This is an optimization exercise on Yosys and OpenROAD, whose aim is small area, a short achievable clock period and few clock cycles, not a production implementation. The RTL was checked by simulation tests, not by an equivalence proof against the original design. Power figures rest on the tool's default switching activity, not on a simulated workload.

// genetic_generation_engine_core
module genetic_generation_engine_core (
  input  wire logic clk,
  input  wire logic rst,
  input  wire logic in_valid,
  output logic      in_ready,
  input  wire logic [11:0] in_data,
  output logic      out_valid,
  input  wire logic out_ready,
  output logic [16:0] out_data,
  input  wire logic cfg_valid,
  output logic      cfg_ready,
  input  wire logic [1:0] cfg_index,
  input  wire logic [31:0] cfg_data
);
Size in the first run: ~2800 cells after synthesis, roughly 350 flip-flops, ~71 I/O pins, about 0.026 mm² of cells after synthesis.
Settings: LEC_CHECK=0, CAP_MARGIN=20, CORE_MARGIN=2, CORE_UTILIZATION=40, SETUP_SLACK_MARGIN=3.2, SLEW_MARGIN=20, TNS_END_PERCENT=5; clock period 8.0 ns.
run.sh (not shown) runs the stock make flow with config.mk's settings and CLKGATE_MAP_FILE= SYNTH_SCRIPT=/design/flow/synth_recipe.tcl, a recipe that flattens the netlist after the stock synthesis.
Testbench counts at the start, summed over its fixed seeds: cycles 4,704.
Then changed:
--- a/flow/config.mk
+++ b/flow/config.mk
@@ -9,5 +9,4 @@
 export CORE_MARGIN = 2
-export CORE_UTILIZATION = 40
-export SETUP_SLACK_MARGIN = 3.2
+export CORE_UTILIZATION = 60
+export SETUP_SLACK_MARGIN = 2.5
 export SLEW_MARGIN = 20
-export TNS_END_PERCENT = 5
Sequential share of layout area went up by 0.77 points.
Final cell count went down by a little under a tenth.
Worst setup slack is worse by 0.49 ns.
Maximum frequency went down by roughly a tenth.
Routed wire length went down by a few percent.
Power went down slightly.
Register-to-register slack is worse by 0.43 ns.
Then changed:
--- a/flow/config.mk
+++ b/flow/config.mk
@@ -9,4 +9,5 @@
 export CORE_MARGIN = 2
-export CORE_UTILIZATION = 60
-export SETUP_SLACK_MARGIN = 2.5
+export CORE_UTILIZATION = 40
+export SETUP_SLACK_MARGIN = 3.8
 export SLEW_MARGIN = 20
+export TNS_END_PERCENT = 5
Result: Worst hold slack improved by 0.0061 ns; worst setup slack improved by 0.48 ns; power rises by a little under a tenth; critical path depth rises by 1; first-iteration DRC count falls by roughly a tenth; wire length rises by a little under a tenth; clock power rises by a little under a tenth; final area rises by a few percent; via count rises slightly.
Then changed:
--- a/flow/config.mk
+++ b/flow/config.mk
@@ -7,2 +7,3 @@
 export LEC_CHECK = 0
+export ABC_AREA = 1
 export CAP_MARGIN = 20
@@ -10,4 +11,3 @@
 export CORE_UTILIZATION = 40
-export SETUP_SLACK_MARGIN = 3.8
+export SETUP_SLACK_MARGIN = 2.5
 export SLEW_MARGIN = 20
-export TNS_END_PERCENT = 5
The new run ran to the end with no violations.
Final cell count climbs by about 24%.
Routed wire length climbs by 4.7%.
Global-route usage rises by 0.21 points.
Then changed:
--- a/flow/config.mk
+++ b/flow/config.mk
@@ -7,3 +7,2 @@
 export LEC_CHECK = 0
-export ABC_AREA = 1
 export CAP_MARGIN = 20
Area after synthesis fell by 3.3%. Cell count falls by about 20%. Worst setup slack gets better by 0.11 ns. Design area is lower by 2.6%. First-iteration DRC count fell by about 18%. Maximum frequency rose by about 2%. Wire length goes down by about 9%.
Then changed:
--- a/flow/config.mk
+++ b/flow/config.mk
@@ -10,3 +10,3 @@
 export CORE_UTILIZATION = 40
-export SETUP_SLACK_MARGIN = 2.5
+export SETUP_SLACK_MARGIN = 3.8
 export SLEW_MARGIN = 20
The changed run finished clean.
Die area is unchanged.
Cell area goes up by about 5%.
Setup slack gets better by 0.56 ns.
Final cell count goes up by about 2%.
Sequential share of layout area goes down by 1.4 points.
Core utilization goes up by 2.3 points.
Clock power goes up by about 6%.
Wire length goes up by about 4%.

---

Setup of run a:
genetic_generation_engine_core again, from the RTL that the note above started with.
make LEC_CHECK=0 CAP_MARGIN=20 CORE_MARGIN=2 CORE_UTILIZATION=40 SETUP_SLACK_MARGIN=3.5 SLEW_MARGIN=20 finish   # period 8.0 ns
Run a ran to completion and came out clean on the timing, DRC and antenna checks.
Testbench counts of run a, summed over its fixed seeds: cycles 4,704.
The inputs of run b differ from those of run a as listed below.
diff --git a/flow/config.mk b/flow/config.mk
--- a/flow/config.mk
+++ b/flow/config.mk
@@ -9,4 +9,4 @@
 export CORE_MARGIN = 2
 export CORE_UTILIZATION = 40
-export SETUP_SLACK_MARGIN = 3.5
+export SETUP_SLACK_MARGIN = 4.2
 export SLEW_MARGIN = 20
==> summary.txt <==
- Every stage of the flow completed for run b, and the final layout passed the timing, DRC and antenna checks.
- Summary of run b over run a: total wire length after detailed routing saw an increase, setup slack moved up.
- Relative to run a, post-route fraction of the period consumed by the critical path decreased by 2.0 points in run b.
- On run b: fmax is about 3.5% higher than what run a gave.
- Between run a and run b, the clock transition at the registers of the reported paths figures differ only marginally.
- Layout overhead on the synthesized area was lower in the run labelled run a.
- In the flow results for run b and run a, the count of nets after finishing is larger on run b.
- NOTE cell area run a->run b increased by a few percent

[afterwards: timing with drivers on the ports]
The results above use ideal ports. As a check the final layouts listed here were re-extracted and re-timed, cells and wires unchanged. Step 1, drivers: a clkbuf_16 drives clk and a buf_2 each remaining input, both assumed. Step 2 times the ports against the registers' clock, not the clock port: input delays grow and output delays shrink by t, the midpoint of the rising clock arrivals with the driver on. a / b / c = no drivers / after step 1 / after step 2; a / b = the first two.
run	shift t [ns]	setup slack, ns	hold WS [ns]	worst register clock-pin slew, ns
the first run of note 1	0.637	3.108 / 3.116 / 2.509	0.477 / 0.477 / 0.477	0.07 / 0.07
the second run of note 1	0.625	2.621 / 2.661 / 2.036	0.470 / 0.470 / 0.470	0.06 / 0.06
the third run of note 1	0.644	3.098 / 3.125 / 2.481	0.476 / 0.476 / 0.476	0.06 / 0.06
the fourth run of note 1	0.639	2.616 / 2.659 / 2.020	0.476 / 0.476 / 0.476	0.06 / 0.06
the fifth run of note 1	0.647	2.727 / 2.727 / 2.274	0.479 / 0.479 / 0.479	0.06 / 0.06
the sixth run of note 1	0.624	3.288 / 3.288 / 3.174	0.473 / 0.473 / 0.473	0.07 / 0.07
run a	0.643	3.116 / 3.116 / 2.998	0.479 / 0.479 / 0.479	0.06 / 0.06
run b	0.631	3.280 / 3.280 / 3.222	0.469 / 0.469 / 0.469	0.07 / 0.07
After both steps setup and hold are still met in every run listed. For the third run of note 1, which loses most, drivers alone change the setup slack by +0.027 ns; drivers and shift together by -0.617 ns.
